Context: an optimization exercise on an open-source flow, tuned for small area and a short achievable clock period. The choices shown serve that exercise and are no tape-out recipe.
In this exercise RTL edits were held to simulation tests only and were not proved equivalent to the original.
No activity file was given, so power comes from the tool's default toggle rates.

==> design.v <==
`default_nettype none
package sample_pkg;
   typedef logic signed [12-1:0] sample_t;
   typedef logic [(12 + 1)-1:0] power_t;
   typedef logic [10-1:0] index_t;
   typedef logic [16-1:0] count_t;
   typedef logic [$clog2(1024):0] frame_len_t;
endpackage
`default_nettype wire
`default_nettype none
package apb_regs_pkg;
   typedef logic [31:0] apb_data_t;
   typedef logic [1:0] ctrl_t;
   typedef enum logic [8-1:0] {
      ADDR_CTRL        = 8'h00,
      ADDR_FRAME_LEN   = 8'h04,
      ADDR_STATUS      = 8'h08,
      ADDR_PEAK_POWER  = 8'h0C,
      ADDR_PEAK_INDEX  = 8'h10,
      ADDR_FRAME_COUNT = 8'h14
   } reg_addr_e;
   localparam int CTRL_ENABLE_BIT = 0;
   localparam int CTRL_IRQ_EN_BIT = 1;
   localparam int STATUS_DONE_BIT = 0;
   localparam int STATUS_BUSY_BIT = 1;
endpackage
`default_nettype wire
`timescale 1ns/1ns
`default_nettype none
module iq_pwr_tree (
   input  wire [10:0] i_xi,
   input  wire        i_si,
   input  wire [10:0] i_xq,
   input  wire        i_sq,
   output wire [12:0] o_r0,
   output wire [12:0] o_r1,
   output wire [12:0] o_r2
);
   wire hs1, hc2;
   assign hs1 = (i_si & i_xi[0]) ^ (i_xi[1] & ~i_xi[0]);
   assign hc2 = (i_si & i_xi[0]) & (i_xi[1] & ~i_xi[0]);
   wire hs3, hc4;
   assign hs3 = (i_sq & i_xq[0]) ^ (i_xq[1] & ~i_xq[0]);
   assign hc4 = (i_sq & i_xq[0]) & (i_xq[1] & ~i_xq[0]);
   wire fs5, fc6;
   assign fs5 = (i_xi[1] & i_xi[0]) ^ (i_si & i_xi[2]) ^ (i_xi[0] & i_xi[2]);
   assign fc6 = ((i_xi[1] & i_xi[0]) & (i_si & i_xi[2])) | ((i_xi[1] & i_xi[0]) & (i_xi[0] & i_xi[2])) | ((i_si & i_xi[2]) & (i_xi[0] & i_xi[2]));
   wire fs7, fc8;
   assign fs7 = (i_xq[1] & i_xq[0]) ^ (i_sq & i_xq[2]) ^ (i_xq[0] & i_xq[2]);
   assign fc8 = ((i_xq[1] & i_xq[0]) & (i_sq & i_xq[2])) | ((i_xq[1] & i_xq[0]) & (i_xq[0] & i_xq[2])) | ((i_sq & i_xq[2]) & (i_xq[0] & i_xq[2]));
   wire fs9, fc10;
   assign fs9 = (i_xi[2] & ~i_xi[1]) ^ (i_si & i_xi[3]) ^ (i_xi[0] & i_xi[3]);
   assign fc10 = ((i_xi[2] & ~i_xi[1]) & (i_si & i_xi[3])) | ((i_xi[2] & ~i_xi[1]) & (i_xi[0] & i_xi[3])) | ((i_si & i_xi[3]) & (i_xi[0] & i_xi[3]));
   wire fs11, fc12;
   assign fs11 = (i_xq[2] & ~i_xq[1]) ^ (i_sq & i_xq[3]) ^ (i_xq[0] & i_xq[3]);
   assign fc12 = ((i_xq[2] & ~i_xq[1]) & (i_sq & i_xq[3])) | ((i_xq[2] & ~i_xq[1]) & (i_xq[0] & i_xq[3])) | ((i_sq & i_xq[3]) & (i_xq[0] & i_xq[3]));
   wire fs13, fc14;
   assign fs13 = (i_xi[2] & i_xi[1]) ^ (i_si & i_xi[4]) ^ (i_xi[0] & i_xi[4]);
   assign fc14 = ((i_xi[2] & i_xi[1]) & (i_si & i_xi[4])) | ((i_xi[2] & i_xi[1]) & (i_xi[0] & i_xi[4])) | ((i_si & i_xi[4]) & (i_xi[0] & i_xi[4]));
   wire hs15, hc16;
   assign hs15 = (i_xi[1] & i_xi[3]) ^ fc10;
   assign hc16 = (i_xi[1] & i_xi[3]) & fc10;
   wire fs17, fc18;
   assign fs17 = (i_xq[2] & i_xq[1]) ^ (i_sq & i_xq[4]) ^ (i_xq[0] & i_xq[4]);
   assign fc18 = ((i_xq[2] & i_xq[1]) & (i_sq & i_xq[4])) | ((i_xq[2] & i_xq[1]) & (i_xq[0] & i_xq[4])) | ((i_sq & i_xq[4]) & (i_xq[0] & i_xq[4]));
   wire hs19, hc20;
   assign hs19 = (i_xq[1] & i_xq[3]) ^ fc12;
   assign hc20 = (i_xq[1] & i_xq[3]) & fc12;
   wire fs21, fc22;
   assign fs21 = (i_xi[3] & ~i_xi[2]) ^ (i_si & i_xi[5]) ^ (i_xi[0] & i_xi[5]);
   assign fc22 = ((i_xi[3] & ~i_xi[2]) & (i_si & i_xi[5])) | ((i_xi[3] & ~i_xi[2]) & (i_xi[0] & i_xi[5])) | ((i_si & i_xi[5]) & (i_xi[0] & i_xi[5]));
   wire fs23, fc24;
   assign fs23 = (i_xi[1] & i_xi[4]) ^ fc14 ^ fs21;
   assign fc24 = ((i_xi[1] & i_xi[4]) & fc14) | ((i_xi[1] & i_xi[4]) & fs21) | (fc14 & fs21);
   wire fs25, fc26;
   assign fs25 = (i_xq[3] & ~i_xq[2]) ^ (i_sq & i_xq[5]) ^ (i_xq[0] & i_xq[5]);
   assign fc26 = ((i_xq[3] & ~i_xq[2]) & (i_sq & i_xq[5])) | ((i_xq[3] & ~i_xq[2]) & (i_xq[0] & i_xq[5])) | ((i_sq & i_xq[5]) & (i_xq[0] & i_xq[5]));
   wire fs27, fc28;
   assign fs27 = (i_xq[1] & i_xq[4]) ^ fc18 ^ fs25;
   assign fc28 = ((i_xq[1] & i_xq[4]) & fc18) | ((i_xq[1] & i_xq[4]) & fs25) | (fc18 & fs25);
   wire fs29, fc30;
   assign fs29 = (i_xi[3] & i_xi[2]) ^ (i_si & i_xi[6]) ^ (i_xi[0] & i_xi[6]);
   assign fc30 = ((i_xi[3] & i_xi[2]) & (i_si & i_xi[6])) | ((i_xi[3] & i_xi[2]) & (i_xi[0] & i_xi[6])) | ((i_si & i_xi[6]) & (i_xi[0] & i_xi[6]));
   wire fs31, fc32;
   assign fs31 = (i_xi[1] & i_xi[5]) ^ (i_xi[2] & i_xi[4]) ^ fc22;
   assign fc32 = ((i_xi[1] & i_xi[5]) & (i_xi[2] & i_xi[4])) | ((i_xi[1] & i_xi[5]) & fc22) | ((i_xi[2] & i_xi[4]) & fc22);
   wire hs33, hc34;
   assign hs33 = fs29 ^ fc24;
   assign hc34 = fs29 & fc24;
   wire fs35, fc36;
   assign fs35 = (i_xq[3] & i_xq[2]) ^ (i_sq & i_xq[6]) ^ (i_xq[0] & i_xq[6]);
   assign fc36 = ((i_xq[3] & i_xq[2]) & (i_sq & i_xq[6])) | ((i_xq[3] & i_xq[2]) & (i_xq[0] & i_xq[6])) | ((i_sq & i_xq[6]) & (i_xq[0] & i_xq[6]));
   wire fs37, fc38;
   assign fs37 = (i_xq[1] & i_xq[5]) ^ (i_xq[2] & i_xq[4]) ^ fc26;
   assign fc38 = ((i_xq[1] & i_xq[5]) & (i_xq[2] & i_xq[4])) | ((i_xq[1] & i_xq[5]) & fc26) | ((i_xq[2] & i_xq[4]) & fc26);
   wire hs39, hc40;
   assign hs39 = fs35 ^ fc28;
   assign hc40 = fs35 & fc28;
   wire fs41, fc42;
   assign fs41 = (i_xi[4] & ~i_xi[3]) ^ (i_si & i_xi[7]) ^ (i_xi[0] & i_xi[7]);
   assign fc42 = ((i_xi[4] & ~i_xi[3]) & (i_si & i_xi[7])) | ((i_xi[4] & ~i_xi[3]) & (i_xi[0] & i_xi[7])) | ((i_si & i_xi[7]) & (i_xi[0] & i_xi[7]));
   wire fs43, fc44;
   assign fs43 = (i_xi[1] & i_xi[6]) ^ (i_xi[2] & i_xi[5]) ^ fc30;
   assign fc44 = ((i_xi[1] & i_xi[6]) & (i_xi[2] & i_xi[5])) | ((i_xi[1] & i_xi[6]) & fc30) | ((i_xi[2] & i_xi[5]) & fc30);
   wire fs45, fc46;
   assign fs45 = fs41 ^ fc32 ^ fs43;
   assign fc46 = (fs41 & fc32) | (fs41 & fs43) | (fc32 & fs43);
   wire fs47, fc48;
   assign fs47 = (i_xq[4] & ~i_xq[3]) ^ (i_sq & i_xq[7]) ^ (i_xq[0] & i_xq[7]);
   assign fc48 = ((i_xq[4] & ~i_xq[3]) & (i_sq & i_xq[7])) | ((i_xq[4] & ~i_xq[3]) & (i_xq[0] & i_xq[7])) | ((i_sq & i_xq[7]) & (i_xq[0] & i_xq[7]));
   wire fs49, fc50;
   assign fs49 = (i_xq[1] & i_xq[6]) ^ (i_xq[2] & i_xq[5]) ^ fc36;
   assign fc50 = ((i_xq[1] & i_xq[6]) & (i_xq[2] & i_xq[5])) | ((i_xq[1] & i_xq[6]) & fc36) | ((i_xq[2] & i_xq[5]) & fc36);
   wire fs51, fc52;
   assign fs51 = fs47 ^ fc38 ^ fs49;
   assign fc52 = (fs47 & fc38) | (fs47 & fs49) | (fc38 & fs49);
   wire fs53, fc54;
   assign fs53 = (i_xi[4] & i_xi[3]) ^ (i_si & i_xi[8]) ^ (i_xi[0] & i_xi[8]);
   assign fc54 = ((i_xi[4] & i_xi[3]) & (i_si & i_xi[8])) | ((i_xi[4] & i_xi[3]) & (i_xi[0] & i_xi[8])) | ((i_si & i_xi[8]) & (i_xi[0] & i_xi[8]));
   wire fs55, fc56;
   assign fs55 = (i_xi[1] & i_xi[7]) ^ (i_xi[2] & i_xi[6]) ^ (i_xi[3] & i_xi[5]);
   assign fc56 = ((i_xi[1] & i_xi[7]) & (i_xi[2] & i_xi[6])) | ((i_xi[1] & i_xi[7]) & (i_xi[3] & i_xi[5])) | ((i_xi[2] & i_xi[6]) & (i_xi[3] & i_xi[5]));
   wire fs57, fc58;
   assign fs57 = fc42 ^ fs53 ^ fs55;
   assign fc58 = (fc42 & fs53) | (fc42 & fs55) | (fs53 & fs55);
   wire hs59, hc60;
   assign hs59 = fc44 ^ fs57;
   assign hc60 = fc44 & fs57;
   wire fs61, fc62;
   assign fs61 = (i_xq[4] & i_xq[3]) ^ (i_sq & i_xq[8]) ^ (i_xq[0] & i_xq[8]);
   assign fc62 = ((i_xq[4] & i_xq[3]) & (i_sq & i_xq[8])) | ((i_xq[4] & i_xq[3]) & (i_xq[0] & i_xq[8])) | ((i_sq & i_xq[8]) & (i_xq[0] & i_xq[8]));
   wire fs63, fc64;
   assign fs63 = (i_xq[1] & i_xq[7]) ^ (i_xq[2] & i_xq[6]) ^ (i_xq[3] & i_xq[5]);
   assign fc64 = ((i_xq[1] & i_xq[7]) & (i_xq[2] & i_xq[6])) | ((i_xq[1] & i_xq[7]) & (i_xq[3] & i_xq[5])) | ((i_xq[2] & i_xq[6]) & (i_xq[3] & i_xq[5]));
   wire fs65, fc66;
   assign fs65 = fc48 ^ fs61 ^ fs63;
   assign fc66 = (fc48 & fs61) | (fc48 & fs63) | (fs61 & fs63);
   wire hs67, hc68;
   assign hs67 = fc50 ^ fs65;
   assign hc68 = fc50 & fs65;
   wire fs69, fc70;
   assign fs69 = (i_xi[5] & ~i_xi[4]) ^ (i_si & i_xi[9]) ^ (i_xi[0] & i_xi[9]);
   assign fc70 = ((i_xi[5] & ~i_xi[4]) & (i_si & i_xi[9])) | ((i_xi[5] & ~i_xi[4]) & (i_xi[0] & i_xi[9])) | ((i_si & i_xi[9]) & (i_xi[0] & i_xi[9]));
   wire fs71, fc72;
   assign fs71 = (i_xi[1] & i_xi[8]) ^ (i_xi[2] & i_xi[7]) ^ (i_xi[3] & i_xi[6]);
   assign fc72 = ((i_xi[1] & i_xi[8]) & (i_xi[2] & i_xi[7])) | ((i_xi[1] & i_xi[8]) & (i_xi[3] & i_xi[6])) | ((i_xi[2] & i_xi[7]) & (i_xi[3] & i_xi[6]));
   wire fs73, fc74;
   assign fs73 = fc54 ^ fc56 ^ fs69;
   assign fc74 = (fc54 & fc56) | (fc54 & fs69) | (fc56 & fs69);
   wire fs75, fc76;
   assign fs75 = fs71 ^ fc58 ^ fs73;
   assign fc76 = (fs71 & fc58) | (fs71 & fs73) | (fc58 & fs73);
   wire fs77, fc78;
   assign fs77 = (i_xq[5] & ~i_xq[4]) ^ (i_sq & i_xq[9]) ^ (i_xq[0] & i_xq[9]);
   assign fc78 = ((i_xq[5] & ~i_xq[4]) & (i_sq & i_xq[9])) | ((i_xq[5] & ~i_xq[4]) & (i_xq[0] & i_xq[9])) | ((i_sq & i_xq[9]) & (i_xq[0] & i_xq[9]));
   wire fs79, fc80;
   assign fs79 = (i_xq[1] & i_xq[8]) ^ (i_xq[2] & i_xq[7]) ^ (i_xq[3] & i_xq[6]);
   assign fc80 = ((i_xq[1] & i_xq[8]) & (i_xq[2] & i_xq[7])) | ((i_xq[1] & i_xq[8]) & (i_xq[3] & i_xq[6])) | ((i_xq[2] & i_xq[7]) & (i_xq[3] & i_xq[6]));
   wire fs81, fc82;
   assign fs81 = fc62 ^ fc64 ^ fs77;
   assign fc82 = (fc62 & fc64) | (fc62 & fs77) | (fc64 & fs77);
   wire fs83, fc84;
   assign fs83 = fs79 ^ fc66 ^ fs81;
   assign fc84 = (fs79 & fc66) | (fs79 & fs81) | (fc66 & fs81);
   wire [11:0] low_A;
   assign low_A = {1'b0, hc60, fc46, hc34, fs31, hc16, fs13, fc6, hc2, (i_si & i_xi[1]), 1'b0, (i_xi[0] ^ i_si)} + {1'b0, fs75, hs59, fs45, hs33, fs23, hs15, fs9, fs5, hs1, 1'b0, 1'b0};
   wire [11:0] low_B;
   assign low_B = {1'b0, hc68, fc52, hc40, fs37, hc20, fs17, fc8, hc4, (i_sq & i_xq[1]), 1'b0, (i_xq[0] ^ i_sq)} + {1'b0, fs83, hs67, fs51, hs39, fs27, hs19, fs11, fs7, hs3, 1'b0, 1'b0};
   wire fs85, fc86;
   assign fs85 = (i_xi[5] & i_xi[4]) ^ (i_si & i_xi[10]) ^ (i_xi[0] & i_xi[10]);
   assign fc86 = ((i_xi[5] & i_xi[4]) & (i_si & i_xi[10])) | ((i_xi[5] & i_xi[4]) & (i_xi[0] & i_xi[10])) | ((i_si & i_xi[10]) & (i_xi[0] & i_xi[10]));
   wire fs87, fc88;
   assign fs87 = (i_xi[1] & i_xi[9]) ^ (i_xi[2] & i_xi[8]) ^ (i_xi[3] & i_xi[7]);
   assign fc88 = ((i_xi[1] & i_xi[9]) & (i_xi[2] & i_xi[8])) | ((i_xi[1] & i_xi[9]) & (i_xi[3] & i_xi[7])) | ((i_xi[2] & i_xi[8]) & (i_xi[3] & i_xi[7]));
   wire fs89, fc90;
   assign fs89 = (i_xi[4] & i_xi[6]) ^ (i_xq[5] & i_xq[4]) ^ (i_sq & i_xq[10]);
   assign fc90 = ((i_xi[4] & i_xi[6]) & (i_xq[5] & i_xq[4])) | ((i_xi[4] & i_xi[6]) & (i_sq & i_xq[10])) | ((i_xq[5] & i_xq[4]) & (i_sq & i_xq[10]));
   wire fs91, fc92;
   assign fs91 = (i_xq[0] & i_xq[10]) ^ (i_xq[1] & i_xq[9]) ^ (i_xq[2] & i_xq[8]);
   assign fc92 = ((i_xq[0] & i_xq[10]) & (i_xq[1] & i_xq[9])) | ((i_xq[0] & i_xq[10]) & (i_xq[2] & i_xq[8])) | ((i_xq[1] & i_xq[9]) & (i_xq[2] & i_xq[8]));
   wire fs93, fc94;
   assign fs93 = (i_xq[3] & i_xq[7]) ^ (i_xq[4] & i_xq[6]) ^ fc70;
   assign fc94 = ((i_xq[3] & i_xq[7]) & (i_xq[4] & i_xq[6])) | ((i_xq[3] & i_xq[7]) & fc70) | ((i_xq[4] & i_xq[6]) & fc70);
   wire fs95, fc96;
   assign fs95 = fc72 ^ fc78 ^ fc80;
   assign fc96 = (fc72 & fc78) | (fc72 & fc80) | (fc78 & fc80);
   wire fs97, fc98;
   assign fs97 = fs85 ^ fs87 ^ fs89;
   assign fc98 = (fs85 & fs87) | (fs85 & fs89) | (fs87 & fs89);
   wire fs99, fc100;
   assign fs99 = fs91 ^ fc74 ^ fc82;
   assign fc100 = (fs91 & fc74) | (fs91 & fc82) | (fc74 & fc82);
   wire fs101, fc102;
   assign fs101 = fs93 ^ fs95 ^ fs97;
   assign fc102 = (fs93 & fs95) | (fs93 & fs97) | (fs95 & fs97);
   wire fs103, fc104;
   assign fs103 = fs99 ^ fc76 ^ fc84;
   assign fc104 = (fs99 & fc76) | (fs99 & fc84) | (fc76 & fc84);
   wire hs105, hc106;
   assign hs105 = fs101 ^ fs103;
   assign hc106 = fs101 & fs103;
   wire fs107, fc108;
   assign fs107 = (i_xi[6] & ~i_xi[5]) ^ (i_xi[1] & i_xi[10]) ^ (i_xi[2] & i_xi[9]);
   assign fc108 = ((i_xi[6] & ~i_xi[5]) & (i_xi[1] & i_xi[10])) | ((i_xi[6] & ~i_xi[5]) & (i_xi[2] & i_xi[9])) | ((i_xi[1] & i_xi[10]) & (i_xi[2] & i_xi[9]));
   wire fs109, fc110;
   assign fs109 = (i_xi[3] & i_xi[8]) ^ (i_xi[4] & i_xi[7]) ^ (i_xq[6] & ~i_xq[5]);
   assign fc110 = ((i_xi[3] & i_xi[8]) & (i_xi[4] & i_xi[7])) | ((i_xi[3] & i_xi[8]) & (i_xq[6] & ~i_xq[5])) | ((i_xi[4] & i_xi[7]) & (i_xq[6] & ~i_xq[5]));
   wire fs111, fc112;
   assign fs111 = (i_xq[1] & i_xq[10]) ^ (i_xq[2] & i_xq[9]) ^ (i_xq[3] & i_xq[8]);
   assign fc112 = ((i_xq[1] & i_xq[10]) & (i_xq[2] & i_xq[9])) | ((i_xq[1] & i_xq[10]) & (i_xq[3] & i_xq[8])) | ((i_xq[2] & i_xq[9]) & (i_xq[3] & i_xq[8]));
   wire fs113, fc114;
   assign fs113 = (i_xq[4] & i_xq[7]) ^ fc86 ^ fc88;
   assign fc114 = ((i_xq[4] & i_xq[7]) & fc86) | ((i_xq[4] & i_xq[7]) & fc88) | (fc86 & fc88);
   wire fs115, fc116;
   assign fs115 = fc90 ^ fc92 ^ fs107;
   assign fc116 = (fc90 & fc92) | (fc90 & fs107) | (fc92 & fs107);
   wire fs117, fc118;
   assign fs117 = fs109 ^ fs111 ^ fc94;
   assign fc118 = (fs109 & fs111) | (fs109 & fc94) | (fs111 & fc94);
   wire fs119, fc120;
   assign fs119 = fc96 ^ fc98 ^ fs113;
   assign fc120 = (fc96 & fc98) | (fc96 & fs113) | (fc98 & fs113);
   wire fs121, fc122;
   assign fs121 = fs115 ^ fc100 ^ fs117;
   assign fc122 = (fs115 & fc100) | (fs115 & fs117) | (fc100 & fs117);
   wire fs123, fc124;
   assign fs123 = fs119 ^ fc102 ^ fc104;
   assign fc124 = (fs119 & fc102) | (fs119 & fc104) | (fc102 & fc104);
   wire fs125, fc126;
   assign fs125 = (i_xi[6] & i_xi[5]) ^ (i_xi[2] & i_xi[10]) ^ (i_xi[3] & i_xi[9]);
   assign fc126 = ((i_xi[6] & i_xi[5]) & (i_xi[2] & i_xi[10])) | ((i_xi[6] & i_xi[5]) & (i_xi[3] & i_xi[9])) | ((i_xi[2] & i_xi[10]) & (i_xi[3] & i_xi[9]));
   wire fs127, fc128;
   assign fs127 = (i_xi[4] & i_xi[8]) ^ (i_xi[5] & i_xi[7]) ^ (i_xq[6] & i_xq[5]);
   assign fc128 = ((i_xi[4] & i_xi[8]) & (i_xi[5] & i_xi[7])) | ((i_xi[4] & i_xi[8]) & (i_xq[6] & i_xq[5])) | ((i_xi[5] & i_xi[7]) & (i_xq[6] & i_xq[5]));
   wire fs129, fc130;
   assign fs129 = (i_xq[2] & i_xq[10]) ^ (i_xq[3] & i_xq[9]) ^ (i_xq[4] & i_xq[8]);
   assign fc130 = ((i_xq[2] & i_xq[10]) & (i_xq[3] & i_xq[9])) | ((i_xq[2] & i_xq[10]) & (i_xq[4] & i_xq[8])) | ((i_xq[3] & i_xq[9]) & (i_xq[4] & i_xq[8]));
   wire fs131, fc132;
   assign fs131 = (i_xq[5] & i_xq[7]) ^ fc108 ^ fc110;
   assign fc132 = ((i_xq[5] & i_xq[7]) & fc108) | ((i_xq[5] & i_xq[7]) & fc110) | (fc108 & fc110);
   wire fs133, fc134;
   assign fs133 = fc112 ^ fs125 ^ fs127;
   assign fc134 = (fc112 & fs125) | (fc112 & fs127) | (fs125 & fs127);
   wire fs135, fc136;
   assign fs135 = fs129 ^ fc114 ^ fc116;
   assign fc136 = (fs129 & fc114) | (fs129 & fc116) | (fc114 & fc116);
   wire fs137, fc138;
   assign fs137 = fs131 ^ fs133 ^ fc118;
   assign fc138 = (fs131 & fs133) | (fs131 & fc118) | (fs133 & fc118);
   wire fs139, fc140;
   assign fs139 = fc120 ^ fs135 ^ fs137;
   assign fc140 = (fc120 & fs135) | (fc120 & fs137) | (fs135 & fs137);
   wire fs141, fc142;
   assign fs141 = (i_xi[7] & ~i_xi[6]) ^ (i_xi[3] & i_xi[10]) ^ (i_xi[4] & i_xi[9]);
   assign fc142 = ((i_xi[7] & ~i_xi[6]) & (i_xi[3] & i_xi[10])) | ((i_xi[7] & ~i_xi[6]) & (i_xi[4] & i_xi[9])) | ((i_xi[3] & i_xi[10]) & (i_xi[4] & i_xi[9]));
   wire fs143, fc144;
   assign fs143 = (i_xi[5] & i_xi[8]) ^ (i_xq[7] & ~i_xq[6]) ^ (i_xq[3] & i_xq[10]);
   assign fc144 = ((i_xi[5] & i_xi[8]) & (i_xq[7] & ~i_xq[6])) | ((i_xi[5] & i_xi[8]) & (i_xq[3] & i_xq[10])) | ((i_xq[7] & ~i_xq[6]) & (i_xq[3] & i_xq[10]));
   wire fs145, fc146;
   assign fs145 = (i_xq[4] & i_xq[9]) ^ (i_xq[5] & i_xq[8]) ^ fc126;
   assign fc146 = ((i_xq[4] & i_xq[9]) & (i_xq[5] & i_xq[8])) | ((i_xq[4] & i_xq[9]) & fc126) | ((i_xq[5] & i_xq[8]) & fc126);
   wire fs147, fc148;
   assign fs147 = fc128 ^ fc130 ^ fs141;
   assign fc148 = (fc128 & fc130) | (fc128 & fs141) | (fc130 & fs141);
   wire fs149, fc150;
   assign fs149 = fs143 ^ fc132 ^ fc134;
   assign fc150 = (fs143 & fc132) | (fs143 & fc134) | (fc132 & fc134);
   wire fs151, fc152;
   assign fs151 = fs145 ^ fs147 ^ fc136;
   assign fc152 = (fs145 & fs147) | (fs145 & fc136) | (fs147 & fc136);
   wire hs153, hc154;
   assign hs153 = fs149 ^ fc138;
   assign hc154 = fs149 & fc138;
   wire fs155, fc156;
   assign fs155 = (i_xi[7] & i_xi[6]) ^ (i_xi[4] & i_xi[10]) ^ (i_xi[5] & i_xi[9]);
   assign fc156 = ((i_xi[7] & i_xi[6]) & (i_xi[4] & i_xi[10])) | ((i_xi[7] & i_xi[6]) & (i_xi[5] & i_xi[9])) | ((i_xi[4] & i_xi[10]) & (i_xi[5] & i_xi[9]));
   wire fs157, fc158;
   assign fs157 = (i_xi[6] & i_xi[8]) ^ (i_xq[7] & i_xq[6]) ^ (i_xq[4] & i_xq[10]);
   assign fc158 = ((i_xi[6] & i_xi[8]) & (i_xq[7] & i_xq[6])) | ((i_xi[6] & i_xi[8]) & (i_xq[4] & i_xq[10])) | ((i_xq[7] & i_xq[6]) & (i_xq[4] & i_xq[10]));
   wire fs159, fc160;
   assign fs159 = (i_xq[5] & i_xq[9]) ^ (i_xq[6] & i_xq[8]) ^ fc142;
   assign fc160 = ((i_xq[5] & i_xq[9]) & (i_xq[6] & i_xq[8])) | ((i_xq[5] & i_xq[9]) & fc142) | ((i_xq[6] & i_xq[8]) & fc142);
   wire fs161, fc162;
   assign fs161 = fc144 ^ fs155 ^ fs157;
   assign fc162 = (fc144 & fs155) | (fc144 & fs157) | (fs155 & fs157);
   wire fs163, fc164;
   assign fs163 = fc146 ^ fc148 ^ fs159;
   assign fc164 = (fc146 & fc148) | (fc146 & fs159) | (fc148 & fs159);
   wire fs165, fc166;
   assign fs165 = fs161 ^ fc150 ^ fs163;
   assign fc166 = (fs161 & fc150) | (fs161 & fs163) | (fc150 & fs163);
   wire fs167, fc168;
   assign fs167 = (i_xi[8] & ~i_xi[7]) ^ (i_xi[5] & i_xi[10]) ^ (i_xi[6] & i_xi[9]);
   assign fc168 = ((i_xi[8] & ~i_xi[7]) & (i_xi[5] & i_xi[10])) | ((i_xi[8] & ~i_xi[7]) & (i_xi[6] & i_xi[9])) | ((i_xi[5] & i_xi[10]) & (i_xi[6] & i_xi[9]));
   wire fs169, fc170;
   assign fs169 = (i_xq[8] & ~i_xq[7]) ^ (i_xq[5] & i_xq[10]) ^ (i_xq[6] & i_xq[9]);
   assign fc170 = ((i_xq[8] & ~i_xq[7]) & (i_xq[5] & i_xq[10])) | ((i_xq[8] & ~i_xq[7]) & (i_xq[6] & i_xq[9])) | ((i_xq[5] & i_xq[10]) & (i_xq[6] & i_xq[9]));
   wire fs171, fc172;
   assign fs171 = fc156 ^ fc158 ^ fs167;
   assign fc172 = (fc156 & fc158) | (fc156 & fs167) | (fc158 & fs167);
   wire fs173, fc174;
   assign fs173 = fs169 ^ fc160 ^ fc162;
   assign fc174 = (fs169 & fc160) | (fs169 & fc162) | (fc160 & fc162);
   wire hs175, hc176;
   assign hs175 = fs171 ^ fc164;
   assign hc176 = fs171 & fc164;
   wire fs177, fc178;
   assign fs177 = (i_xi[8] & i_xi[7]) ^ (i_xi[6] & i_xi[10]) ^ (i_xi[7] & i_xi[9]);
   assign fc178 = ((i_xi[8] & i_xi[7]) & (i_xi[6] & i_xi[10])) | ((i_xi[8] & i_xi[7]) & (i_xi[7] & i_xi[9])) | ((i_xi[6] & i_xi[10]) & (i_xi[7] & i_xi[9]));
   wire fs179, fc180;
   assign fs179 = (i_xq[8] & i_xq[7]) ^ (i_xq[6] & i_xq[10]) ^ (i_xq[7] & i_xq[9]);
   assign fc180 = ((i_xq[8] & i_xq[7]) & (i_xq[6] & i_xq[10])) | ((i_xq[8] & i_xq[7]) & (i_xq[7] & i_xq[9])) | ((i_xq[6] & i_xq[10]) & (i_xq[7] & i_xq[9]));
   wire fs181, fc182;
   assign fs181 = fc168 ^ fc170 ^ fs177;
   assign fc182 = (fc168 & fc170) | (fc168 & fs177) | (fc170 & fs177);
   wire fs183, fc184;
   assign fs183 = fs179 ^ fc172 ^ fs181;
   assign fc184 = (fs179 & fc172) | (fs179 & fs181) | (fc172 & fs181);
   wire fs185, fc186;
   assign fs185 = (i_xi[9] & ~i_xi[8]) ^ (i_xi[7] & i_xi[10]) ^ (i_xq[9] & ~i_xq[8]);
   assign fc186 = ((i_xi[9] & ~i_xi[8]) & (i_xi[7] & i_xi[10])) | ((i_xi[9] & ~i_xi[8]) & (i_xq[9] & ~i_xq[8])) | ((i_xi[7] & i_xi[10]) & (i_xq[9] & ~i_xq[8]));
   wire fs187, fc188;
   assign fs187 = (i_xq[7] & i_xq[10]) ^ fc178 ^ fc180;
   assign fc188 = ((i_xq[7] & i_xq[10]) & fc178) | ((i_xq[7] & i_xq[10]) & fc180) | (fc178 & fc180);
   wire hs189, hc190;
   assign hs189 = fs185 ^ fc182;
   assign hc190 = fs185 & fc182;
   wire fs191, fc192;
   assign fs191 = (i_xi[9] & i_xi[8]) ^ (i_xi[8] & i_xi[10]) ^ (i_xq[9] & i_xq[8]);
   assign fc192 = ((i_xi[9] & i_xi[8]) & (i_xi[8] & i_xi[10])) | ((i_xi[9] & i_xi[8]) & (i_xq[9] & i_xq[8])) | ((i_xi[8] & i_xi[10]) & (i_xq[9] & i_xq[8]));
   wire fs193, fc194;
   assign fs193 = (i_xq[8] & i_xq[10]) ^ fc186 ^ fs191;
   assign fc194 = ((i_xq[8] & i_xq[10]) & fc186) | ((i_xq[8] & i_xq[10]) & fs191) | (fc186 & fs191);
   wire hs195, hc196;
   assign hs195 = (i_xi[10] & ~i_xi[9]) ^ (i_xq[10] & ~i_xq[9]);
   assign hc196 = (i_xi[10] & ~i_xi[9]) & (i_xq[10] & ~i_xq[9]);
   assign o_r0 = {1'b0, 1'b0, (i_xi[10] & i_xi[9]), fc192, fc188, fc184, fc174, fc166, fc152, fc140, fc122, hc106, low_A[11]};
   assign o_r1 = {1'b0, 1'b0, (i_xq[10] & i_xq[9]), fc194, hc190, fs187, hc176, fs173, hc154, fs151, fc124, fs121, low_B[11]};
   assign o_r2 = {1'b0, 1'b0, hc196, hs195, fs193, hs189, fs183, hs175, fs165, hs153, fs139, fs123, hs105};
endmodule
module iq_power (
   input  wire                 clk,
   input  wire                 i_rst_n,
   input  wire                 i_valid,
   output logic                o_ready,
   input  wire sample_pkg::sample_t i_i,
   input  wire sample_pkg::sample_t i_q,
   output logic                o_pwr_valid,
   input  wire                 i_pwr_ready,
   output logic [10:0]         o_xi,
   output logic                o_si,
   output logic [10:0]         o_xq,
   output logic                o_sq
);
   logic take;
   assign o_ready = i_pwr_ready | ~o_pwr_valid;
   assign take    = i_valid & o_ready;
   always_ff @(posedge clk) begin
      if (!i_rst_n) begin
         o_pwr_valid <= 1'b0;
      end else if (take) begin
         o_pwr_valid <= 1'b1;
      end else if (i_pwr_ready) begin
         o_pwr_valid <= 1'b0;
      end
   end
   always_ff @(posedge clk) begin
      if (o_ready) begin
         o_xi <= i_i[10:0] ^ {11{i_i[11]}};
         o_si <= i_i[11];
         o_xq <= i_q[10:0] ^ {11{i_q[11]}};
         o_sq <= i_q[11];
      end
   end
endmodule
`default_nettype wire
`timescale 1ns/1ns
`default_nettype none
module frame_arg_max (
   input  wire                     clk,
   input  wire                     i_rst_n,
   input  wire                     i_enable,
   input  wire sample_pkg::frame_len_t i_frame_len,
   input  wire                     i_pwr_valid,
   output logic                    o_pwr_ready,
   input  wire [10:0]              i_xi,
   input  wire                     i_si,
   input  wire [10:0]              i_xq,
   input  wire                     i_sq,
   output logic                    o_res_valid,
   output sample_pkg::power_t      o_peak_power,
   output sample_pkg::index_t      o_peak_index,
   input  wire                     i_res_busy,
   output logic                    o_busy
);
   logic                   hold_q;
   logic                   hold_d;
   logic                   infr_q;      
   logic                   infr_d;
   logic                   res_d;
   sample_pkg::index_t     cnt_q;
   sample_pkg::index_t     cnt_inc;
   sample_pkg::index_t     len_q;
   sample_pkg::index_t     cur_len;
   logic                   first;
   logic                   take;
   logic                   last;
   logic                   lag_v_q;
   logic                   lag_first_q;
   sample_pkg::index_t     lag_idx_q;
   logic [12:0]            r0, r1, r2;
   logic [12:0]            lag_r0_q, lag_r1_q, lag_r2_q;
   sample_pkg::power_t     lag_pwr;
   logic [12:0]            s1, c1, nm;
   logic [13:0]            s2, c2, gt_sum;
   logic                   gt;
   sample_pkg::power_t     max_q;
   sample_pkg::index_t     idx_q;
   sample_pkg::power_t     max_d;
   sample_pkg::index_t     idx_d;
   logic                   upd;
   assign o_pwr_ready = i_enable & ~hold_q;
   assign take        = i_pwr_valid & o_pwr_ready;
   assign first   = ~infr_q;
   assign cnt_inc = cnt_q + 1'b1;
   assign cur_len = first ? i_frame_len[10-1:0] : len_q;
   assign last    = (cnt_inc == cur_len);
   always_comb begin
      hold_d = hold_q;
      infr_d = infr_q;
      res_d  = 1'b0;
      if (hold_q) begin
         if (!i_res_busy) begin
            hold_d = 1'b0;
            res_d  = 1'b1;
         end
      end else if (take) begin
         infr_d = ~last;
         if (last) begin
            if (i_res_busy || o_res_valid) begin
               hold_d = 1'b1;
            end else begin
               res_d  = 1'b1;
            end
         end
      end
   end
   always_ff @(posedge clk) begin
      if (!i_rst_n) begin
         hold_q      <= 1'b0;
         infr_q      <= 1'b0;
         o_busy      <= 1'b0;
         cnt_q       <= '0;
         o_res_valid <= 1'b0;
         lag_v_q     <= 1'b0;
      end else begin
         hold_q      <= hold_d;
         infr_q      <= infr_d;
         o_busy      <= hold_d | infr_d;
         o_res_valid <= res_d;
         lag_v_q     <= take;
         if (take) begin
            cnt_q <= last ? '0 : cnt_inc;
         end
      end
   end
   always_ff @(posedge clk) begin
      if (take && first) begin
         len_q <= i_frame_len[10-1:0];
      end
   end
   iq_pwr_tree tree0 (
      .i_xi (i_xi),
      .i_si (i_si),
      .i_xq (i_xq),
      .i_sq (i_sq),
      .o_r0 (r0),
      .o_r1 (r1),
      .o_r2 (r2)
   );
   always_ff @(posedge clk) begin
      lag_r0_q    <= r0;
      lag_r1_q    <= r1;
      lag_r2_q    <= r2;
      lag_idx_q   <= cnt_q;
      lag_first_q <= first;
   end
   assign s1 = lag_r0_q ^ lag_r1_q ^ lag_r2_q;
   assign c1 = {(lag_r0_q[11:0] & lag_r1_q[11:0]) | (lag_r0_q[11:0] & lag_r2_q[11:0]) |
                (lag_r1_q[11:0] & lag_r2_q[11:0]), 1'b0};
   assign lag_pwr = s1 + c1;
   assign nm = ~max_q;
   assign s2 = {1'b0, s1 ^ c1 ^ nm};
   assign c2 = {(s1 & c1) | (s1 & nm) | (c1 & nm), 1'b0};
   assign gt_sum = s2 + c2;
   assign gt     = gt_sum[13];
   assign upd   = lag_v_q & (lag_first_q | gt);
   assign max_d = upd ? lag_pwr : max_q;
   assign idx_d = upd ? lag_idx_q : idx_q;
   always_ff @(posedge clk) begin
      max_q <= max_d;
      idx_q <= idx_d;
   end
   assign o_peak_power = max_d;
   assign o_peak_index = idx_d;
endmodule
`default_nettype wire
`timescale 1ns/1ns
`default_nettype none
module peak_apb_regs (
   input  wire                      clk,
   input  wire                      i_rst_n,
   input  wire                      i_psel,
   input  wire                      i_penable,
   input  wire                      i_pwrite,
   input  wire logic [8-1:0]  i_paddr,
   input  wire apb_regs_pkg::apb_data_t i_pwdata,
   output apb_regs_pkg::apb_data_t  o_prdata,
   output logic                     o_pready,
   output logic                     o_pslverr,
   output logic                     o_enable,
   output sample_pkg::frame_len_t   o_frame_len,
   input  wire                      i_res_valid,
   input  wire sample_pkg::power_t  i_peak_power,
   input  wire sample_pkg::index_t  i_peak_index,
   input  wire                      i_busy,
   output logic                     o_res_busy,
   output logic                     o_irq
);
   apb_regs_pkg::ctrl_t      ctrl_q;
   sample_pkg::frame_len_t frame_len_q;
   logic       done_q;
   logic       irq_q;
   sample_pkg::power_t     peak_power_q;
   sample_pkg::index_t     peak_index_q;
   sample_pkg::count_t     frame_count_q;
   logic       access;
   logic [5:0] sel_d;
   logic [5:0] sel_q;
   logic       unmapped_q;
   logic       wr;
   apb_regs_pkg::apb_data_t  rdata;
   localparam int FL_W = $clog2(1024) + 1;
   function automatic sample_pkg::frame_len_t clamp_len(input apb_regs_pkg::apb_data_t wdata);
      if (wdata == '0 || wdata > 1024) begin
         clamp_len = 1024;
      end else begin
         clamp_len = wdata[FL_W-1:0];
      end
   endfunction
   assign sel_d[0] = (i_paddr == 8'h00);
   assign sel_d[1] = (i_paddr == 8'h04);
   assign sel_d[2] = (i_paddr == 8'h08);
   assign sel_d[3] = (i_paddr == 8'h0C);
   assign sel_d[4] = (i_paddr == 8'h10);
   assign sel_d[5] = (i_paddr == 8'h14);
   always_ff @(posedge clk) begin
      sel_q      <= sel_d;
      unmapped_q <= ~|sel_d;
   end
   assign access = i_psel & i_penable;
   assign wr     = access & i_pwrite;
   always_comb begin
      rdata = '0;
      rdata[1:0]   = rdata[1:0]   | ({2{sel_q[0]}} & ctrl_q);
      rdata[10:0]  = rdata[10:0]  | ({11{sel_q[1]}} & frame_len_q);
      rdata[1:0]   = rdata[1:0]   | ({2{sel_q[2]}} & {i_busy, done_q});
      rdata[12:0]  = rdata[12:0]  | ({13{sel_q[3]}} & peak_power_q);
      rdata[9:0]   = rdata[9:0]   | ({10{sel_q[4]}} & peak_index_q);
      rdata[15:0]  = rdata[15:0]  | ({16{sel_q[5]}} & frame_count_q);
   end
   assign o_prdata  = rdata;
   assign o_pready  = 1'b1;
   assign o_pslverr = unmapped_q;
   always_ff @(posedge clk) begin
      if (!i_rst_n) begin
         ctrl_q        <= '0;
         frame_len_q   <= 1024;
         done_q        <= 1'b0;
         irq_q         <= 1'b0;
         frame_count_q <= '0;
      end else begin
         irq_q <= done_q & ctrl_q[apb_regs_pkg::CTRL_IRQ_EN_BIT];
         if (wr && sel_q[0]) begin
            ctrl_q <= i_pwdata[1:0];
         end
         if (wr && sel_q[1]) begin
            frame_len_q <= clamp_len(i_pwdata);
         end
         if (i_res_valid) begin
            done_q        <= 1'b1;
            frame_count_q <= frame_count_q + 1'b1;
         end else if (wr && sel_q[2] && i_pwdata[apb_regs_pkg::STATUS_DONE_BIT]) begin
            done_q <= 1'b0;
         end
      end
   end
   always_ff @(posedge clk) begin
      if (i_res_valid) begin
         peak_power_q <= i_peak_power;
         peak_index_q <= i_peak_index;
      end
   end
   assign o_enable    = ctrl_q[apb_regs_pkg::CTRL_ENABLE_BIT];
   assign o_frame_len = frame_len_q;
   assign o_res_busy  = done_q;
   assign o_irq       = irq_q;
endmodule
`default_nettype wire
`timescale 1ns/1ns
`default_nettype none
module peak_search_top (
   input  wire                      clk,
   input  wire                      i_rst_n,
   input  wire                      i_s_valid,
   output wire                      o_s_ready,
   input  wire sample_pkg::sample_t i_s_i,
   input  wire sample_pkg::sample_t i_s_q,
   input  wire                      i_psel,
   input  wire                      i_penable,
   input  wire                      i_pwrite,
   input  wire logic [8-1:0]  i_paddr,
   input  wire apb_regs_pkg::apb_data_t i_pwdata,
   output wire apb_regs_pkg::apb_data_t o_prdata,
   output wire                      o_pready,
   output wire                      o_pslverr,
   output wire                      o_irq
);
   logic       enable;
   sample_pkg::frame_len_t frame_len;
   logic       res_valid;
   sample_pkg::power_t     peak_power;
   sample_pkg::index_t     peak_index;
   logic       res_busy;
   logic       busy;
   logic       pwr_valid;
   logic       pwr_ready;
   logic [10:0] pwr_xi;
   logic        pwr_si;
   logic [10:0] pwr_xq;
   logic        pwr_sq;
   iq_power power0 (
      .clk     (clk),
      .i_rst_n (i_rst_n),
      .i_valid (i_s_valid),
      .o_ready (o_s_ready),
      .i_i     (i_s_i),
      .i_q     (i_s_q),
      .o_pwr_valid (pwr_valid),
      .i_pwr_ready (pwr_ready),
      .o_xi    (pwr_xi),
      .o_si    (pwr_si),
      .o_xq    (pwr_xq),
      .o_sq    (pwr_sq)
   );
   frame_arg_max search0 (
      .clk           (clk),
      .i_rst_n       (i_rst_n),
      .i_enable      (enable),
      .i_frame_len   (frame_len),
      .i_pwr_valid   (pwr_valid),
      .o_pwr_ready   (pwr_ready),
      .i_xi          (pwr_xi),
      .i_si          (pwr_si),
      .i_xq          (pwr_xq),
      .i_sq          (pwr_sq),
      .o_res_valid   (res_valid),
      .o_peak_power  (peak_power),
      .o_peak_index  (peak_index),
      .i_res_busy    (res_busy),
      .o_busy        (busy)
   );
   peak_apb_regs regs0 (
      .clk           (clk),
      .i_rst_n       (i_rst_n),
      .i_psel        (i_psel),
      .i_penable     (i_penable),
      .i_pwrite      (i_pwrite),
      .i_paddr       (i_paddr),
      .i_pwdata      (i_pwdata),
      .o_prdata      (o_prdata),
      .o_pready      (o_pready),
      .o_pslverr     (o_pslverr),
      .o_enable      (enable),
      .o_frame_len   (frame_len),
      .i_res_valid   (res_valid),
      .i_peak_power  (peak_power),
      .i_peak_index  (peak_index),
      .i_busy        (busy),
      .o_res_busy    (res_busy),
      .o_irq         (o_irq)
   );
endmodule
`default_nettype wire
==> flow/run.sh <==
#!/bin/bash
# Own layout flow: the standard synthesis; its combinational logic re-mapped
# by ABC for delay (resyn.sh: flip-flops and their names untouched), checked
# for equivalence with Yosys (flip-flops cut, so a purely combinational
# proof) and used only if proven; then the standard layout with plain
# buffers (buf_1) on the ports.
set -euo pipefail
R=orfs/results/sky130hd/peak_search_top/base
LIB=$FLOW_HOME/platforms/sky130hd/lib/sky130_fd_sc_hd__tt_025C_1v80.lib
bash standard.sh synth > standard_synth.log 2>&1
cp $R/1_2_yosys.v synth_netlist.v
if RESYN_D=1800 bash flow/resyn.sh synth_netlist.v resyn_netlist.v $LIB \
   && python3 flow/cutff.py synth_netlist.v eq_gold.v > cutff.log 2>&1 \
   && python3 flow/cutff.py resyn_netlist.v eq_gate.v >> cutff.log 2>&1; then
  cat > eq.ys <<EOS
read_liberty -ignore_miss_func $LIB
read_verilog eq_gold.v
rename $FLOW_TOP gold
read_verilog eq_gate.v
rename $FLOW_TOP gate
flatten
miter -equiv -flatten -make_assert -ignore_gold_x gold gate m
hierarchy -top m
sat -verify -prove-asserts m
EOS
  if yosys -s eq.ys > equiv.log 2>&1; then
    echo "re-mapped netlist proven equivalent, used" > resyn_used.log
    cp resyn_netlist.v $R/1_2_yosys.v
    touch $R/1_2_yosys.v
    rm -f $R/1_synth.odb $R/1_synth.sdc
  else
    echo "equivalence not proven, standard netlist kept" > resyn_used.log
  fi
fi
bash standard.sh BUFFER_PORTS_ARGS="-buffer_cell sky130_fd_sc_hd__buf_1" finish > standard_flow.log 2>&1
==> flow/cutff.py <==
#!/usr/bin/env python3
# Turns a gate netlist combinational: each flip-flop's Q becomes an input and
# its D (and DE) an output, named after the instance. Usage: cutff.py in.v out.v
import re, sys
text = open(sys.argv[1]).read()
m = re.search(r"^(.*?)module (\w+)\((.*?)\);\n(.*?)\nendmodule", text, re.S)
pre, name, portlist, body = m.groups()
newports, decls = [], []
def repl(cm):
    t, inst, pins = cm.group(1), cm.group(2), cm.group(3)
    if not re.search(r"df|edf|dl", t):
        return cm.group(0)
    pd = dict((p, n.strip()) for p, n in re.findall(r"\.(\w+)\(([^()]*)\)", pins))
    key = re.sub(r"[^A-Za-z0-9_]", "_", inst)
    out = []
    for p, n in pd.items():
        if p in ("CLK", "CLK_N"):
            continue
        nn = n + " " if n.startswith("\\") else n
        if p in ("Q", "Q_N"):
            port = f"ffq_{p}_{key}"
            newports.append(port); decls.append(f"  input {port};")
            out.append(f"  assign {nn} = {port};")
        else:
            port = f"ffd_{p}_{key}"
            newports.append(port); decls.append(f"  output {port};")
            out.append(f"  assign {port} = {nn};")
    return "\n".join(out) + "\n"
body = re.sub(r"\s*(sky130_fd_sc_hd__\w+)\s+(\S+)\s*\((.*?)\);\n", repl, body + "\n", flags=re.S)
open(sys.argv[2], "w").write(pre + f"module {name}({portlist}, {', '.join(newports)});\n" + "\n".join(decls) + "\n" + body + "\nendmodule\n")
==> flow/resyn.sh <==
#!/bin/bash
# resyn.sh IN.v OUT.v LIB : re-maps the combinational logic of a gate netlist
# with ABC (delay-driven mapping, then gate sizing); the flip-flops and tie
# cells stay as they are, with their instance names.
set -euo pipefail
IN=$1; OUT=$2; LIB=$3; D=${RESYN_D:-1500}
DU="-dont_use *probe* -dont_use *lpflow* -dont_use *clkdly* -dont_use *dlygate* -dont_use *dlymetal* -dont_use *ebuf* -dont_use *einv* -dont_use *dlclkp* -dont_use *conb*"
cat > resyn.ys <<EOS
read_liberty -ignore_miss_func $LIB
read_verilog $IN
hierarchy -top $FLOW_TOP
blackbox sky130_fd_sc_hd__dfxtp_1 sky130_fd_sc_hd__edfxtp_1 sky130_fd_sc_hd__conb_1
flatten
opt_clean -purge
abc -liberty $LIB $DU -script "+strash; dch -f; map -D $D; topo; upsize -D $D; dnsize -D $D; stime"
opt_clean -purge
splitnets
opt_clean -purge
insbuf -buf sky130_fd_sc_hd__buf_1 A X
stat -liberty $LIB
write_verilog -noattr -noexpr -nohex -nodec $OUT
EOS
yosys -s resyn.ys > resyn.log 2>&1
==> standard.sh <==
#!/bin/bash
# synth_recipe.tcl (not shown) runs the flow's synth.tcl, then flattens the netlist and writes it again
# the make line also repeats each setting of config.mk as NAME=value (left out here)
make -C /OpenROAD-flow-scripts/flow DESIGN_CONFIG=/design/flow/config.mk WORK_HOME=/design/flow/orfs CLKGATE_MAP_FILE= SYNTH_SCRIPT=/design/flow/synth_recipe.tcl "${@:-finish}"
==> config.mk <==
export PLATFORM = sky130hd
export DESIGN_NAME = peak_search_top
export DESIGN_NICKNAME = peak_search_top
export VERILOG_FILES = /design/flow/design.v
export SDC_FILE = /design/flow/constraint.sdc
export NUM_CORES = 4
export LEC_CHECK = 0
export CAP_MARGIN = 20
export CORE_MARGIN = 2
export CORE_UTILIZATION = 60
export CTS_BUF_LIST = sky130_fd_sc_hd__clkbuf_4 sky130_fd_sc_hd__clkbuf_8
export CTS_CLUSTER_SIZE = 30
export SETUP_SLACK_MARGIN = 4.8
export SLEW_MARGIN = 20
==> constraint.sdc <==
create_clock -name core_clock -period 7.5 [get_ports {clk}]
set_input_delay 1.5000 -clock core_clock [delete_from_list [all_inputs] [get_ports {clk}]]
set_output_delay 1.5000 -clock core_clock [all_outputs]
set_load 0.01 [all_outputs]
==> results of run 1 <==
==> path summary, 6_finish.rpt <==
path / from / to / slack (ns) / cells after the start
worst min register to register: search0.cnt_q[1] / search0.lag_idx_q[1] / 0.39 / 0
worst max register to register: search0.lag_r1_q[9] / regs0.peak_power_q[3] / 4.77 / 15
worst min-delay path: search0.cnt_q[1] / search0.lag_idx_q[1] / 0.39 / 0
worst max-delay path: regs0.sel_q[1] / o_prdata[8] / 4.60 / 3
==> placed cells by master (no fill, tap or decap), types with 34 or more instances in the layout <==
| master | n |
|---|---|
| a21oi_1 | 58 |
| a22oi_1 | 34 |
| buf_1 | 77 |
| buf_4 | 64 |
| clkinv_1 | 171 |
| dfxtp_1 | 110 |
| edfxtp_1 | 57 |
| nand2_1 | 302 |
| nor2_1 | 268 |
| o21ai_0 | 63 |
| xor2_1 | 89 |
==> through the flow <==
step	std cells	hold slack, ns	power, mW	util
after floorplan	1564	0.338	2.45	-
after global placement	1868	0.372	2.68	0.643
after global routing	1979	0.397	4.02	0.749
after CTS	1912	0.388	3.42	0.682
after detailed placement	1868	0.361	2.72	0.643
final	1979	0.390	3.74	0.749
==> repair_timing <==
action | 4_1_cts | 5_1_grt
pin swaps | 6 | 31
endpoints found under the hold margin | 0 | 0
endpoints found under the setup margin | 81 | 85
gates resized for setup | 50 | 190
gates cloned | 2 | 6
buffers inserted | 10 | 61
==> power breakdown <==
group          switching, mW  internal (mW)
sequential            0.0747           1.10
clock                  0.389          0.279
combinational           1.15          0.756
total                   1.61           2.13
==> area by class of cell <==
cell class	count	area share
Clock buffer	17	0.0175
Clock inverter	15	0.0128
Inverter	206	0.0643
Multi-Input combinational cell	1167	0.493
Sequential cell	178	0.311
Tap cell	229	0.0214
Timing Repair Buffer	164	0.0778
Timing Repair inverter	3	0.00159
==> critical path, delay by kind of cell (launching register included) <==
kind,cells,cell delay (ns)
simple gates,1,0.10
flops,1,0.42
compound gates,1,0.25
buf+inv,1,0.14
==> per-layer routing <==
| layer | routed length, um | vias up | part of all wire |
|---|---|---|---|
| li1 | - | 5382 | - |
| met1 | 11100 | 4774 | 0.40 |
| met2 | 14000 | 331 | 0.50 |
| met3 | 1360 | 83 | 0.049 |
| met4 | 1310 | 0 | 0.047 |
| met5 | 0 | - | 0 |
==> flip-flops by register name, indices dropped and copies added, names as in the netlist, 2 cells and up <==
register             cells
search0.lag_r0_q        11
regs0.sel_q              6
regs0.frame_count_q     16
search0.idx_q           10
search0.cnt_q           10
regs0.frame_len_q       11
search0.lag_r2_q        11
search0.lag_idx_q       10
regs0.peak_power_q      13
regs0.peak_index_q      10
power0.o_xi             11
regs0.ctrl_q             2
power0.o_xq             11
search0.lag_r1_q        11
search0.max_q           13
search0.len_q           10
==> impl_metrics.xml, run 1 <==
<?xml version="1.0" encoding="UTF-8"?>
<metrics>
  <group name="placed_design">
    <metric name="port_buffers" unit="">88</metric>
    <metric name="placed_cell_area" unit="sq mm">0.0115</metric>
    <metric name="place.detailed.hpwl" unit="um">19500</metric>
    <metric name="dp_worst_setup_slack" unit="ns">4.06</metric>
    <metric name="globalplace.congestion" unit="">0.920</metric>
  </group>
  <group name="worst_setup_path">
    <metric name="critical_path.endpoint_type" unit="">primary output</metric>
    <metric name="crit_path_max_fanout" unit="">12</metric>
    <metric name="cp.arrival" unit="ns">1.40</metric>
    <metric name="critPathLaunchType" unit="">register</metric>
    <metric name="critical-path-max-stage-delay" unit="ns">0.42</metric>
    <metric name="worst_path_max_delay_cell" unit="">dfxtp_4</metric>
    <metric name="path_class" unit="">register to primary output</metric>
    <metric name="required" unit="ns">6.00</metric>
    <metric name="crit_chain" unit="">a22oi_1 -&gt; nand2_1 -&gt; buf_1</metric>
  </group>
  <group name="clock_tree">
    <metric name="clkSlewWorstSetupHoldPaths" unit="ns">0.10</metric>
    <metric name="numClockSinks" unit="">178</metric>
    <metric name="clock_tree.root_cell" unit="">clkbuf_8</metric>
    <metric name="cts_inserted_buffers" unit="">17</metric>
    <metric name="cts-root-to-sink-buffers" unit="">2</metric>
    <metric name="h-tree-depth" unit="">4</metric>
    <metric name="cts_tree" unit="">yes</metric>
    <metric name="clock_latency" unit="ns">0.48</metric>
    <metric name="cts_hold_repair.buffers" unit="">0</metric>
  </group>
  <group name="floorplanning">
    <metric name="die_w" unit="um">138</metric>
    <metric name="chipHeight" unit="um">138</metric>
    <metric name="design.core.area" unit="sq mm">0.0178</metric>
    <metric name="placement_rows" unit="">49</metric>
    <metric name="boundaryPins" unit="">106</metric>
    <metric name="die_outline_area" unit="sq mm">0.0191</metric>
    <metric name="initial_core_util" unit="">0.607</metric>
  </group>
  <group name="global_route">
    <metric name="grt_util_met2" unit="">0.496</metric>
    <metric name="busiest_layer" unit="">met2</metric>
    <metric name="global_route_usage_over_all_layers" unit="">0.274</metric>
    <metric name="met3_usage" unit="">0.0481</metric>
    <metric name="grt_first_pass_wirelength" unit="um">43200</metric>
    <metric name="grt_antenna_before_repair" unit="">0</metric>
    <metric name="grt-ovfl-total" unit="">0</metric>
    <metric name="grt_util_met1" unit="">0.322</metric>
    <metric name="grt_pass1_vias" unit="">9462</metric>
    <metric name="largest_net_degree_at_the_start_of_global_routing" unit="">28</metric>
  </group>
  <group name="routing">
    <metric name="detail-route-antenna-nets" unit="">0</metric>
    <metric name="via_count" unit="">10600</metric>
    <metric name="drtPass1Iterations" unit="">5</metric>
    <metric name="routed_wl" unit="um">27800</metric>
    <metric name="routed_via_density" unit="">5.34</metric>
    <metric name="drt_iter0_drc" unit="">618</metric>
    <metric name="route.detailed.drc" unit="">0</metric>
    <metric name="routedWlPerCell" unit="um">14.1</metric>
  </group>
  <group name="timing">
    <metric name="maxSlewViolCount" unit="">0</metric>
    <metric name="timing.final.crit_period" unit="ns">2.90</metric>
    <metric name="hold_viol" unit="">0</metric>
    <metric name="fmaxAchievable" unit="MHz">345</metric>
    <metric name="setup-violations-final" unit="">0</metric>
    <metric name="slew_headroom" unit="">0.412</metric>
    <metric name="rsz_0062_raised_after_global_routing" unit="">yes</metric>
    <metric name="final_clock_skew" unit="ns">0.0200</metric>
    <metric name="fin_crit_sh" unit="">0.387</metric>
    <metric name="worstMarginPinSlew" unit="ns">0.878</metric>
    <metric name="totalNegativeSetupSlack" unit="ns">0</metric>
    <metric name="setup_ws" unit="ns">4.60</metric>
  </group>
  <group name="logic_synthesis">
    <metric name="ys.warnings.count" unit="">3</metric>
    <metric name="postSynthCellCount" unit="">1546</metric>
    <metric name="postSynthAreaPerCell" unit="sq um">7.00</metric>
    <metric name="synth.cell_area" unit="sq mm">0.0108</metric>
  </group>
  <group name="power_and_ir_drop">
    <metric name="power_density" unit="mW/mm^2">280</metric>
    <metric name="ir_worst_vdd" unit="mV">0.168</metric>
    <metric name="total_leakage_power" unit="nW">5.29</metric>
  </group>
  <group name="status">
    <metric name="status" unit="">finished clean</metric>
  </group>
  <group name="cells_and_area">
    <metric name="storage_element_area" unit="sq mm">0.00416</metric>
    <metric name="layout_cells_sized_above_1" unit="">0.190</metric>
    <metric name="diodes" unit="">0</metric>
    <metric name="area_delta_synth_final" unit="%">23.4</metric>
    <metric name="layout.cell_area.non_filler" unit="sq mm">0.0134</metric>
    <metric name="finish.net_count" unit="">1807</metric>
    <metric name="multiInputGateArea" unit="sq mm">0.00659</metric>
    <metric name="num-fill-cells" unit="">1396</metric>
  </group>
  <group name="min_path">
    <metric name="hold_path_class" unit="">register to register</metric>
  </group>
  <group name="flow_run">
    <metric name="max_cap_violations" unit="">0</metric>
  </group>
</metrics>
==> run 2, diff against run 1 <==
--- a/flow/run.sh
+++ b/flow/run.sh
@@ -9,7 +9,7 @@
 LIB=$FLOW_HOME/platforms/sky130hd/lib/sky130_fd_sc_hd__tt_025C_1v80.lib
 bash standard.sh synth > standard_synth.log 2>&1
 cp $R/1_2_yosys.v synth_netlist.v
-if RESYN_D=1800 bash flow/resyn.sh synth_netlist.v resyn_netlist.v $LIB \
+if bash flow/resyn.sh synth_netlist.v resyn_netlist.v $LIB \
    && python3 flow/cutff.py synth_netlist.v eq_gold.v > cutff.log 2>&1 \
    && python3 flow/cutff.py resyn_netlist.v eq_gate.v >> cutff.log 2>&1; then
   cat > eq.ys <<EOS
--- a/flow/resyn.sh
+++ b/flow/resyn.sh
@@ -12,7 +12,7 @@
 blackbox sky130_fd_sc_hd__dfxtp_1 sky130_fd_sc_hd__edfxtp_1 sky130_fd_sc_hd__conb_1
 flatten
 opt_clean -purge
-abc -liberty $LIB $DU -script "+strash; dch -f; map -D $D; topo; upsize -D $D; dnsize -D $D; stime"
+abc -liberty $LIB $DU -script "+strash; &get -n; &st; &dch; &nf -D $D; &put; topo; upsize -D $D; dnsize -D $D; stime"
 opt_clean -purge
 splitnets
 opt_clean -purge
--- a/config.mk
+++ b/config.mk
@@ -10,5 +10,5 @@
 export CORE_UTILIZATION = 60
 export CTS_BUF_LIST = sky130_fd_sc_hd__clkbuf_4 sky130_fd_sc_hd__clkbuf_8
 export CTS_CLUSTER_SIZE = 30
-export SETUP_SLACK_MARGIN = 4.8
+export SETUP_SLACK_MARGIN = 4.5
 export SLEW_MARGIN = 20
==> run 2 against run 1 <==
Hold slack improved by 0.036 ns. Die area fell by 0.66%. Via count fell by 15%. Sequential power barely moved. Cell area fell by 8.8%. Wire length fell by 12%. Sequential share of layout area rose by 3.0 points. Critical path depth did not move. Critical path type unchanged. Largest cell class unchanged. Highest routed layer unchanged.
==> impl_metrics.xml, run 2 <==
<?xml version="1.0" encoding="UTF-8"?>
<metrics>
  <group name="timing">
    <metric name="setup-violations-final" unit="">0</metric>
    <metric name="maxSlewViolCount" unit="">0</metric>
    <metric name="totalNegativeSetupSlack" unit="ns">0</metric>
    <metric name="hold_viol" unit="">0</metric>
    <metric name="worstMarginPinSlew" unit="ns">0.993</metric>
    <metric name="slew_headroom" unit="">0.335</metric>
    <metric name="timing.final.crit_period" unit="ns">3.02</metric>
    <metric name="fin_crit_sh" unit="">0.403</metric>
    <metric name="final_clock_skew" unit="ns">0.0194</metric>
    <metric name="rsz_0062_raised_after_global_routing" unit="">yes</metric>
    <metric name="fmaxAchievable" unit="MHz">331</metric>
  </group>
  <group name="logic_synthesis">
    <metric name="postSynthAreaPerCell" unit="sq um">9.24</metric>
    <metric name="synth.cell_area" unit="sq mm">0.0108</metric>
    <metric name="ys.warnings.count" unit="">3</metric>
    <metric name="postSynthCellCount" unit="">1164</metric>
  </group>
  <group name="cells_and_area">
    <metric name="registers.top_by_ff_count" unit="">regs0.frame_count_q</metric>
    <metric name="layout.cell_area.non_filler" unit="sq mm">0.0122</metric>
    <metric name="biggestRegsByFlops" unit="">regs0.frame_count_q x16, regs0.peak_power_q x13, search0.max_q x13</metric>
    <metric name="largest_register_ffs" unit="">16</metric>
    <metric name="layout_cells_sized_above_1" unit="">0.0797</metric>
    <metric name="instances_no_fill" unit="">1543</metric>
    <metric name="finish.net_count" unit="">1375</metric>
    <metric name="highest_count_cells_in_the_layout_ignoring_fill_and_taps" unit="">187 x nand2_1, 110 x dfxtp_1, 104 x xnor2_1, 87 x buf_1, 80 x xor2_1</metric>
    <metric name="diodes" unit="">0</metric>
    <metric name="commonest_non_fill_non_tap_cell_in_the_layout" unit="">nand2_1</metric>
    <metric name="area_delta_synth_final" unit="%">13.3</metric>
  </group>
  <group name="worst_setup_path">
    <metric name="rr_worst_depth" unit="">9</metric>
    <metric name="required" unit="ns">6.00</metric>
    <metric name="path_class" unit="">register to primary output</metric>
    <metric name="cp.arrival" unit="ns">1.52</metric>
    <metric name="critPathLaunchType" unit="">register</metric>
    <metric name="crit_path_max_fanout" unit="">9</metric>
    <metric name="critical_path.endpoint_type" unit="">primary output</metric>
    <metric name="crit_chain" unit="">a222oi_1 -&gt; nand2_1 -&gt; buf_1</metric>
    <metric name="crit_cells" unit="">3</metric>
    <metric name="crit_buf_inv" unit="">1</metric>
    <metric name="worst_path_max_delay_cell" unit="">a222oi_1</metric>
    <metric name="critical-path-max-stage-delay" unit="ns">0.43</metric>
    <metric name="path_delay_family" unit="">compound AO/OA/AOI/OAI gates</metric>
  </group>
  <group name="clock_tree">
    <metric name="numClockSinks" unit="">178</metric>
    <metric name="cts_inserted_buffers" unit="">17</metric>
    <metric name="cts_hold_repair.buffers" unit="">0</metric>
    <metric name="cts-root-to-sink-buffers" unit="">2</metric>
    <metric name="clock_latency" unit="ns">0.46</metric>
    <metric name="clkSlewWorstSetupHoldPaths" unit="ns">0.10</metric>
    <metric name="clock_tree.root_cell" unit="">clkbuf_8</metric>
    <metric name="h-tree-depth" unit="">4</metric>
    <metric name="cts_tree" unit="">yes</metric>
  </group>
  <group name="placed_design">
    <metric name="place.detailed.hpwl" unit="um">17700</metric>
    <metric name="placed_cell_area" unit="sq mm">0.0114</metric>
    <metric name="globalplace.congestion" unit="">0.908</metric>
    <metric name="port_buffers" unit="">88</metric>
    <metric name="place.detailed.instances" unit="">1482</metric>
  </group>
  <group name="min_path">
    <metric name="worstHoldPathCells" unit="">0</metric>
    <metric name="hold_path_class" unit="">register to register</metric>
  </group>
  <group name="routing">
    <metric name="routedWlPerCell" unit="um">15.8</metric>
    <metric name="drtPass1Iterations" unit="">8</metric>
    <metric name="routed_via_density" unit="">5.80</metric>
    <metric name="routed_wl" unit="um">24400</metric>
    <metric name="via_count" unit="">8945</metric>
    <metric name="route.detailed.drc" unit="">0</metric>
    <metric name="detail-route-antenna-nets" unit="">0</metric>
    <metric name="drt_iter0_drc" unit="">538</metric>
  </group>
  <group name="global_route">
    <metric name="grt_pass1_vias" unit="">7885</metric>
    <metric name="largest_net_degree_at_the_start_of_global_routing" unit="">42</metric>
    <metric name="grt_antenna_before_repair" unit="">0</metric>
    <metric name="global_route_usage_over_all_layers" unit="">0.255</metric>
    <metric name="grt_first_pass_wirelength" unit="um">37800</metric>
    <metric name="grt-ovfl-total" unit="">0</metric>
  </group>
  <group name="power_and_ir_drop">
    <metric name="power_density" unit="mW/mm^2">304</metric>
    <metric name="switching_component_of_the_power" unit="mW">1.41</metric>
    <metric name="p_int" unit="mW">2.29</metric>
    <metric name="power_frac_comb" unit="">0.488</metric>
    <metric name="ir_worst_vdd" unit="mV">0.200</metric>
    <metric name="clk_pwr_share" unit="">0.191</metric>
    <metric name="total_leakage_power" unit="nW">4.63</metric>
    <metric name="seq_power_share" unit="">0.320</metric>
    <metric name="power_switching_share" unit="">0.381</metric>
  </group>
  <group name="floorplanning">
    <metric name="boundaryPins" unit="">106</metric>
    <metric name="initial_core_util" unit="">0.617</metric>
    <metric name="chipHeight" unit="um">138</metric>
    <metric name="placement_rows" unit="">48</metric>
    <metric name="die_outline_area" unit="sq mm">0.0190</metric>
    <metric name="design.core.area" unit="sq mm">0.0174</metric>
    <metric name="die_w" unit="um">138</metric>
  </group>
  <group name="flow_run">
    <metric name="max_cap_violations" unit="">0</metric>
  </group>
  <group name="status">
    <metric name="status" unit="">finished clean</metric>
  </group>
</metrics>
## run 2: layout make-up
type / instances / area, sq um
multi-input combinational: 966 / 6620
fill: 1420 / 5230
timing repair buffer: 119 / 614
clock buffer: 20 / 256
inverter: 23 / 86.3
sequential: 178 / 4150
clock inverter: 12 / 173
tap: 225 / 282
## run 2: path summary, 6_finish.rpt
check / slack [ns] / endpoint / startpoint
max: 4.48 / o_prdata[4] / regs0.sel_q[1]
min: 0.43 / search0.lag_idx_q[4] / search0.cnt_q[4]
max reg2reg: 4.61 / regs0.peak_power_q[3] / search0.lag_r1_q[1]
min reg2reg: 0.43 / search0.lag_idx_q[4] / search0.cnt_q[4]
## run 2: stage by stage
| stage | utilization | worst slack [ns] | hold slack, ns | total power [mW] |
|---|---|---|---|---|
| CTS | 0.689 | 4.47 | 0.423 | 3.63 |
| finish | 0.699 | 4.48 | 0.426 | 3.70 |
| global placement | 0.654 | 4.02 | 0.419 | 2.87 |
| global route | 0.699 | 4.40 | 0.421 | 3.94 |
| detailed placement | 0.654 | 3.98 | 0.418 | 2.90 |
| floorplan | - | 4.53 | 0.365 | 2.62 |
## run 2: routing by layer
layer  part of all wire  track usage
met5                  0            0
met4              0.030       0.0930
met3              0.050       0.0457
met2               0.49        0.442
met1               0.43        0.317
## run 2: worst register-to-register path: cells and delay by family (launching register included)
family	cells	cell delay, ns
multiplexers	1	0.33
buffers and inverters	1	0.18
flip-flops	1	0.34
AO/OA/AOI/OAI	4	1.06
XOR/XNOR	2	0.65
AND/OR/NAND/NOR	1	0.08
## run 2: power groups by stage
stage | logic [mW] | registers (mW) | clock network, mW
floorplan | 1.44 | 1.18 | 0
global placement | 1.66 | 1.21 | 0
detailed placement | 1.69 | 1.21 | 0
CTS | 1.72 | 1.19 | 0.717
global route | 1.99 | 1.20 | 0.755
finish | 1.81 | 1.19 | 0.709
## run 2: timing repair
action,CTS,global route
gates resized for setup,19,21
buffers inserted,9,18
pin swaps,6,16
endpoints found under the setup margin,76,54
gates cloned,2,0

==> what the ideal ports hide <==
How much do the figures lean on ideal ports? The routed layouts below were timed once more, with nothing changed but the port constraints. Step 1: set_driving_cell puts a clkbuf_16 on clk and a buf_2 on each other input, an assumption about the parent block. Step 2 adds t to the input delays and takes it off the output delays; t is the mean of the earliest and latest rising clock arrival at the registers after step 1. Input paths then give back, and output paths get back, about the clock's delay inside the block. Three values: no drivers, after step 1, after step 2; two values: the first two.
run | t (ns) | slack for setup (ns) | worst setup path after step 2
run 1 | 0.516 | 4.599 / 4.555 / 4.462 | input to register
run 2 | 0.491 | 4.481 / 4.441 / 4.288 | input to register
After both steps setup and hold are still met in every run listed. For run 2, which loses most, drivers alone change the setup slack by -0.040 ns; drivers and shift together by -0.193 ns.
